This design comes from an exercise in tuning for small area, a short achievable clock period and few clock cycles on the open sky130 flow, not from production work.
At most, simulation tests tie the RTL to the original design; equivalence was not proved.
No activity file was given, so power comes from the tool's default toggle rates.

==> run a <==
Design receiver_expand, start of the top module:
module receiver_expand #(
    parameter int D = 4
) (
    input  logic           clk,
    input  logic           rst,
    input  logic           start,
    input  logic [D-1:0]   alpha,
    input  logic           cw_valid,
    input  logic [127:0]   cw_data,
    output logic           cw_ready,
    output logic           prg_req,
    output logic [127:0]   prg_seed,
    input  logic           prg_ack,
    input  logic [127:0]   prg_left,
    input  logic [127:0]   prg_right,
    output logic           out_valid,
    input  logic           out_ready,
    output logic [D-1:0]   out_index,
    output logic [127:0]   out_data,
    output logic           out_punct,
    output logic           busy,
    output logic           done
);
    localparam int LV = $clog2(D);           
    localparam int CW = $clog2(D + 1);
    localparam logic [LV-1:0] LEAF = LV'(D - 1);
    localparam logic [LV-1:0] LAST = LV'(D - 2);
    logic             act, fin;
    logic [D-1:0]     alpha_q;
    logic [D-1:0]     asr;           
    logic [CW-1:0]    ncw;           
    logic [D:0]       nl;            
    logic             pre;           
    logic             zq;            
    logic             cq;            
    logic             zq1;           
    logic             n15;           
    logic             ncw3, ncw4;    
    logic [D-1:0]     oidx;          
    logic             ov, opunct;    
    logic [1:0]       dep;           
    logic [LV-1:0]    lx, l1, l2;    
    logic             kx, k1, k2;    
    logic             p_z, p_move, p_bexp, p_exp3, p_c4, p_expi, p_acc;
    logic [1:0]       p_pos;         
    logic [127:0]     X, S1, S2, OUT;
    function automatic logic [8:0] plan(
        input logic act_i, input logic fin_i, input logic zq_i, input logic cq_i,
        input logic nl4_i, input logic pre_i, input logic ncw3_i, input logic ncw4_i,
        input logic ov_i, input logic [1:0] dep_i,
  ...
clock: 6.0 ns
lec_check: 0
cap_margin: 20
cell_pad_in_sites_detail_placement: 1
core_margin: 2
core_utilization: 40
place_density: 0.5
setup_slack_margin: 2.95
slew_margin: 20
synth_hierarchical: 1
synth_minimum_keep_size: 0
standard.sh (not shown) runs the stock make flow with config.mk's settings and CLKGATE_MAP_FILE= SYNTH_SCRIPT=/design/flow/synth_recipe.tcl, a recipe that flattens the netlist after the stock synthesis.
==> flow/flow/run.sh <==
#!/bin/bash
# Standard ORFS layout (the standard.sh, all steps unchanged) with one
# difference: the port buffers that global placement inserts use the
# smallest buffer cell; repair_design/repair_timing still resize them.
set -euo pipefail
export BUFFER_PORTS_ARGS="-buffer_cell sky130_fd_sc_hd__buf_1"
bash standard.sh > standard.log 2>&1
==> run b: changes against run a <==
--- a/flow/design.v
+++ b/flow/design.v
@@ -34,51 +34,54 @@
     logic             zq;            
     logic             cq;            
     logic             zq1;           
     logic             n15;           
     logic             ncw3, ncw4;    
     logic [D-1:0]     oidx;          
     logic             ov, opunct;    
-    logic [1:0]       dep;           
+    logic [2:0]       dep;           
     logic [LV-1:0]    lx, l1, l2;    
     logic             kx, k1, k2;    
     logic             p_z, p_move, p_bexp, p_exp3, p_c4, p_expi, p_acc;
     logic [1:0]       p_pos;         
+    logic             p_pop, p_bx;   
+    logic [1:0]       p_ips;         
     logic [127:0]     X, S1, S2, OUT;
     function automatic logic [8:0] plan(
         input logic act_i, input logic fin_i, input logic zq_i, input logic cq_i,
         input logic nl4_i, input logic pre_i, input logic ncw3_i, input logic ncw4_i,
-        input logic ov_i, input logic [1:0] dep_i,
+        input logic ov_i, input logic [2:0] dep_i,
         input logic [LV-1:0] lx_i, input logic [LV-1:0] l1_i, input logic [LV-1:0] l2_i,
         input logic kx_i, input logic k1_i, input logic k2_i);
         logic run, ax, a1, a2, topact, s1act, okacc;
         logic z, move, bexp, exp3, c4, expi, acc;
         logic [1:0] pos;
         run    = act_i && !fin_i;
-        ax     = (dep_i != 2'd0) && !(kx_i && pre_i);
+        ax     = dep_i[0] && !(kx_i && pre_i);
         a1     = dep_i[1]        && !(k1_i && pre_i);
-        a2     = (dep_i == 2'd3) && !(k2_i && pre_i);
+        a2     = dep_i[2] && !(k2_i && pre_i);
         topact = ax && (pre_i || ncw4_i);
         s1act  = a1 && (pre_i || ncw4_i);
         okacc  = !pre_i || ((!ax || lx_i[LV-1]) && (!a1 || l1_i[LV-1]) &&
                             (!a2 || l2_i[LV-1]));
         z    = run && zq_i;
         move = run && !zq_i && topact && (lx_i == LEAF) && !nl4_i;
         bexp = move && s1act && (l1_i != LEAF);
         exp3 = run && !zq_i && topact && (lx_i == LAST) && !nl4_i;
-        c4   = run && ncw3_i && !ov_i && (dep_i == 2'd3) && cq_i;
-        expi = run && (topact || (pre_i && ncw4_i && dep_i != 2'd0)) &&
-               !lx_i[LV-1] && (dep_i != 2'd3);
-        acc  = run && !ncw4_i && (dep_i != 2'd3) && okacc;
+        c4   = run && ncw3_i && !ov_i && dep_i[2] && cq_i;
+        expi = run && (topact || (pre_i && ncw4_i && dep_i[0])) &&
+               !lx_i[LV-1] && !dep_i[2];
+        acc  = run && !ncw4_i && !dep_i[2] && okacc;
         pos  = (pre_i && ax) ? (a1 ? 2'd2 : 2'd1) : 2'd0;
         plan = {z, move, bexp, exp3, c4, expi, acc, pos};
     endfunction
-    assign prg_req  = p_exp3 | p_expi | p_bexp;
+    logic             q_req, q_cwr;   
+    assign prg_req  = q_req;
     assign prg_seed = X;
-    assign cw_ready = p_acc | p_c4;
+    assign cw_ready = q_cwr;
     logic ofree, f_z, f_move, f_bexp, f_pop, f_exp3, f_c4, f_expi, f_acc, f_ld;
     assign ofree  = !ov || out_ready;
     assign f_z    = p_z && ofree;
     assign f_move = p_move && ofree && (!p_bexp || prg_ack);
     assign f_bexp = f_move && p_bexp;
     assign f_pop  = f_move && !p_bexp;
     assign f_exp3 = p_exp3 && ofree && prg_ack;
@@ -89,47 +92,45 @@
     logic [1:0] ip;
     logic i0, i1, i2;
     assign ip = f_pop ? {1'b0, p_pos[1]} : p_pos;
     assign i0 = f_acc && (ip == 2'd0);
     assign i1 = f_acc && (ip == 2'd1);
     assign i2 = f_acc && (ip == 2'd2);
     function automatic logic [7:0] swap_rules(
-        input logic pre_i, input logic [1:0] dep_i,
+        input logic pre_i, input logic [2:0] dep_i,
         input logic [LV-1:0] lx_i, input logic [LV-1:0] l1_i, input logic [LV-1:0] l2_i,
         input logic kx_i, input logic k1_i, input logic k2_i,
         input logic ncw3_i, input logic ncw4_i, input logic left_i,
         input logic zq_i, input logic zq1_i, input logic n15_i, input logic nl4_i);
         logic ax, a1, a2, s1act, cint, nok;
-        ax    = (dep_i != 2'd0) && !(kx_i && pre_i);
+        ax    = dep_i[0] && !(kx_i && pre_i);
         a1    = dep_i[1]        && !(k1_i && pre_i);
-        a2    = (dep_i == 2'd3) && !(k2_i && pre_i);
+        a2    = dep_i[2] && !(k2_i && pre_i);
         s1act = a1 && (pre_i || ncw4_i);
         cint  = !ncw3_i;                     
         nok   = !zq1_i && !n15_i;
         swap_rules = {
             s1act && (l1_i != LEAF) && nok,
             left_i && cint && nok,
             (l1_i == LEAF) && a1 && (l2_i != LEAF) && a2 && (pre_i || ncw4_i) && nok,
             !cint && left_i && (l1_i != LEAF) && a1 && nok,
             (l1_i == LEAF) && a1 && cint && left_i && nok,
             !pre_i && !cint && ax && (lx_i != LEAF) && !zq_i && !nl4_i,
             (lx_i == LEAF) && ax && pre_i && cint && left_i && !zq_i && !nl4_i,
             ncw4_i && dep_i[1] && (lx_i == LEAF) && (l1_i != LEAF) && !n15_i};
     endfunction
     logic rB, rC, rE, rF, rG, rK0, rK1, rZ, sw_n;
-    logic k_pop, k_bexp, s_f, c_f;
-    assign k_pop  = p_move && !p_bexp;
-    assign k_bexp = p_move && p_bexp;
+    logic s_f, c_f;
     assign s_f    = (p_expi && prg_ack) || (p_exp3 && ofree && prg_ack) ||
                     (p_move && ofree && (prg_ack || !p_bexp));
     assign c_f    = f_acc;
     logic [5:0] sx, ss1, ss2;
     rx_route u_route (
-        .p_expi(p_expi), .p_exp3(p_exp3), .k_bexp(k_bexp), .k_pop(k_pop),
-        .p_bexp(p_bexp), .p_pos(p_pos),
+        .p_expi(p_expi), .p_exp3(p_exp3), .k_bexp(p_bx), .k_pop(p_pop),
+        .p_bexp(p_bexp), .p_pos(p_pos), .p_ips(p_ips),
         .rB(rB), .rC(rC), .rE(rE), .rF(rF), .rG(rG), .rK0(rK0), .rK1(rK1), .rZ(rZ),
         .s_f(s_f), .c_f(c_f), .f_z(f_z),
         .sx(sx), .ss1(ss1), .ss2(ss2), .sw_n(sw_n));
     logic ol, ox, o1, oc, oh;
     assign ol = f_exp3;
     assign ox = f_move && !p_bexp;
     assign o1 = f_move && p_bexp;
@@ -147,50 +148,50 @@
     end
     logic [D:0] nl_inc;
     assign nl_inc = nl + 1'b1;
     logic             act_n, fin_n, pre_n, zq_n, cq_n, zq1_n, n15_n, ncw3_n, ncw4_n, ov_n, opunct_n;
     logic [D-1:0]     alpha_n, asr_n, oidx_n;
     logic [CW-1:0]    ncw_n;
     logic [D:0]       nl_n;
-    logic [1:0]       dep_n, sdep;
+    logic [2:0]       dep_n, sdep;
     logic [LV-1:0]    lx_n, l1_n, l2_n, m0, m1, m2, lnew;
     logic             kx_n, k1_n, k2_n, j0, j1, j2;
     assign lnew   = LV'(ncw);
     always_comb begin
         m0 = lx; m1 = l1; m2 = l2;
         j0 = kx; j1 = k1; j2 = k2;
         sdep = dep;
         if (f_expi) begin
             m0 = lx + 1'b1; j0 = kx;
             m1 = lx + 1'b1; j1 = kx;
             m2 = l1;        j2 = k1;
-            sdep = dep + 1'b1;
+            sdep = {dep[1:0], 1'b1};
         end else if (f_exp3) begin
             m0 = LEAF;
         end else if (f_bexp) begin
             m0 = l1 + 1'b1; j0 = 1'b0;
             m1 = l1 + 1'b1; j1 = 1'b0;
         end else if (f_pop) begin
             m0 = l1; j0 = k1;
             m1 = l2; j1 = k2;
-            sdep = dep - 1'b1;
+            sdep = {1'b0, dep[2:1]};
         end
         lx_n = m0; l1_n = m1; l2_n = m2;
         kx_n = j0; k1_n = j1; k2_n = j2;
         if (i0) begin
             lx_n = lnew; kx_n = !asr[D-1];
             l1_n = m0;   k1_n = j0;
             l2_n = m1;   k2_n = j1;
         end else if (i1) begin
             l1_n = lnew; k1_n = !asr[D-1];
             l2_n = m1;   k2_n = j1;
         end else if (i2) begin
             l2_n = lnew; k2_n = !asr[D-1];
         end
-        dep_n = sdep + {1'b0, f_acc};
+        dep_n = f_acc ? {sdep[1:0], 1'b1} : sdep;
         act_n    = act;
         fin_n    = fin;
         alpha_n  = alpha_q;
         asr_n    = asr;
         ncw_n    = ncw;
         nl_n     = nl;
         pre_n    = pre;
@@ -262,25 +263,33 @@
             p_z     <= 1'b0;
             p_move  <= 1'b0;
             p_bexp  <= 1'b0;
             p_exp3  <= 1'b0;
             p_c4    <= 1'b0;
             p_expi  <= 1'b0;
             p_acc   <= 1'b0;
+            p_pop   <= 1'b0;
+            p_bx    <= 1'b0;
+            q_req   <= 1'b0;
+            q_cwr   <= 1'b0;
         end else begin
             act     <= act_n;
             fin     <= fin_n;
             ov      <= ov_n;
             p_z     <= pl_n[8];
             p_move  <= pl_n[7];
             p_bexp  <= sw_n;
             p_exp3  <= pl_n[5];
             p_c4    <= pl_n[4];
             p_expi  <= pl_n[3];
             p_acc   <= pl_n[2];
+            p_pop   <= pl_n[7] && !sw_n;
+            p_bx    <= pl_n[7] && sw_n;
+            q_req   <= pl_n[5] || pl_n[3] || sw_n;
+            q_cwr   <= pl_n[2] || pl_n[4];
         end
     end
     always_ff @(posedge clk) begin
         alpha_q <= alpha_n;
         asr     <= asr_n;
         ncw     <= ncw_n;
         nl      <= nl_n;
@@ -297,26 +306,27 @@
         lx      <= lx_n;
         l1      <= l1_n;
         l2      <= l2_n;
         kx      <= kx_n;
         k1      <= k1_n;
         k2      <= k2_n;
         p_pos   <= pl_n[1:0];
+        p_ips   <= (pl_n[7] && !sw_n) ? {1'b0, pl_n[1]} : pl_n[1:0];
         {rB, rC, rE, rF, rG, rK0, rK1, rZ} <= rules_n;
     end
     assign out_valid = ov;
     assign out_index = oidx;
     assign out_data  = OUT;
     assign out_punct = opunct;
     assign busy      = act;
     assign done      = fin;
 endmodule
 module rx_route (
     input  logic       p_expi, p_exp3, k_bexp, k_pop, p_bexp,
-    input  logic [1:0] p_pos,
+    input  logic [1:0] p_pos, p_ips,
     input  logic       rB, rC, rE, rF, rG, rK0, rK1, rZ,
     input  logic       s_f, c_f, f_z,
     output logic [5:0] sx, ss1, ss2,
     output logic       sw_n
 );
     localparam logic [5:0] SE0 = 6'b000001, SE1 = 6'b000010, SE2 = 6'b000100,
                            SL  = 6'b001000, SR  = 6'b010000, SC  = 6'b100000;
@@ -325,41 +335,39 @@
     endfunction
     function automatic logic [17:0] place(input logic [5:0] n0, input logic [5:0] n1,
                                           input logic [5:0] n2, input logic swn,
                                           input logic swc);
         place = {phys(n2, swc), phys(swn ? n0 : n1, swc), phys(swn ? n1 : n0, swc)};
     endfunction
     logic [5:0]  t0, t1, t2;             
-    logic [1:0]  ips;                    
     logic        sws, swsc, swc0;        
     logic [5:0]  u0, u1, u2, w0, w1, w2;
     logic [17:0] v_h, v_z, v_s, v_c, v_sc, v_sel;
     always_comb begin
         if (p_expi)      begin t0 = SL;  t1 = SR;  t2 = SE1; end
         else if (p_exp3) begin t0 = SR;  t1 = SE1; t2 = SE2; end
         else if (k_bexp) begin t0 = SL;  t1 = SR;  t2 = SE2; end
         else             begin t0 = SE1; t1 = SE2; t2 = SE2; end    
-        ips = k_pop ? {1'b0, p_pos[1]} : p_pos;
         u0 = t0; u1 = t1; u2 = t2;
-        case (ips)
+        case (p_ips)
             2'd0:    begin u0 = SC; u1 = t0; u2 = t1; end
             2'd1:    begin u1 = SC; u2 = t1; end
             default: begin u2 = SC; end
         endcase
         w0 = SE0; w1 = SE1; w2 = SE2;
         case (p_pos)
             2'd0:    begin w0 = SC; w1 = SE0; w2 = SE1; end
             2'd1:    begin w1 = SC; w2 = SE1; end
             default: begin w2 = SC; end
         endcase
         if (p_exp3)      sws = rB;
         else if (k_pop)  sws = rE;
         else             sws = 1'b0;
-        if (p_exp3)      swsc = (ips == 2'd1) ? rC : rB;
-        else if (k_pop)  swsc = (ips == 2'd0) ? rF : ((ips == 2'd1) ? rG : rE);
+        if (p_exp3)      swsc = (p_ips == 2'd1) ? rC : rB;
+        else if (k_pop)  swsc = (p_ips == 2'd0) ? rF : ((p_ips == 2'd1) ? rG : rE);
         else             swsc = 1'b0;
         if (p_bexp)      swc0 = 1'b1;
         else if (p_pos == 2'd0) swc0 = rK0;
         else if (p_pos == 2'd1) swc0 = rK1;
         else             swc0 = 1'b0;
         v_h  = place(SE0, SE1, SE2, p_bexp, p_bexp);
         v_z  = place(SE0, SE1, SE2, p_bexp || rZ, p_bexp);
==> summary of the runs <==
Via count: run a is higher than run b (1.1%). Of run a and run b, run a has the higher clock-buffer cell count (gap 5). Worst setup slack: run b is worse than run a (0.057 ns). Against run a, the utilization of run b is lower by 0.72 points. Sequential cell count: run b is higher than run a (7). In die area, run b and run a hardly differ.
==> figures <==
NetSw: run a 9.17 mW; run b 8.08 mW
Startpoint of the worst setup timing path: run a out_ready; run b cw_valid
Average vias per placed instance: run a 6.95; run b 6.93
Outcome: run a timing/DRC/antenna clean; run b timing/DRC/antenna clean
Count of buffers added by post-CTS timing repair for setup: run a 37; run b 16
Cells on worst reg2reg path: run a 11; run b 8
Multi-Input Combinational: run a 1,916; run b 1,919
Reg-to-Reg Start: run a p_bexp; run b p_ips[1]
Count of inserted antenna diode cells: run a 42; run b 38
Inverters excl. clock: run a 153; run b 156
Cts bufs inserted: run a 67; run b 69
Post-Syn Instances: run a 2,929; run b 2,947
Met2 wirelength from detailed routing: run a 66,400 um; run b 65,300 um
Fraction of power spent switching nets: run a 0.442; run b 0.433
Testbench counts of run b, summed over its fixed seeds: cycles 4,363.
Only the layout flow was run in run a; the RTL was not checked for function there.

afterwards: timing with drivers on the ports:
Ports are ideal in the flow. The routed layouts listed here were re-timed in OpenROAD. Step 1 (the two cells are an assumption about what drives the block):
set clk [get_ports {clk}]
set_driving_cell -lib_cell sky130_fd_sc_hd__clkbuf_16 $clk
set_driving_cell -lib_cell sky130_fd_sc_hd__buf_2 [delete_from_list [all_inputs] $clk]
Step 2 also shifts input and output timing later by t, the mid clock arrival at the registers, as if the neighbouring blocks saw the same clock. Three values: no drivers, after step 1, after step 2; two values: the first two.
| run | t, ns | setup slack, ns | worst hold slack (ns) | pins driven straight from the clock port |
|---|---|---|---|---|
| run a | 0.671 | 2.892 / 2.904 / 2.233 | 0.449 / 0.449 / 0.449 | 1 |
| run b | 0.678 | 2.836 / 2.871 / 2.193 | 0.453 / 0.453 / 0.453 | 1 |
After both steps setup and hold are still met in every run listed. The setup slack of run a, which loses most, moves by +0.012 ns with the drivers and by -0.659 ns with both steps.
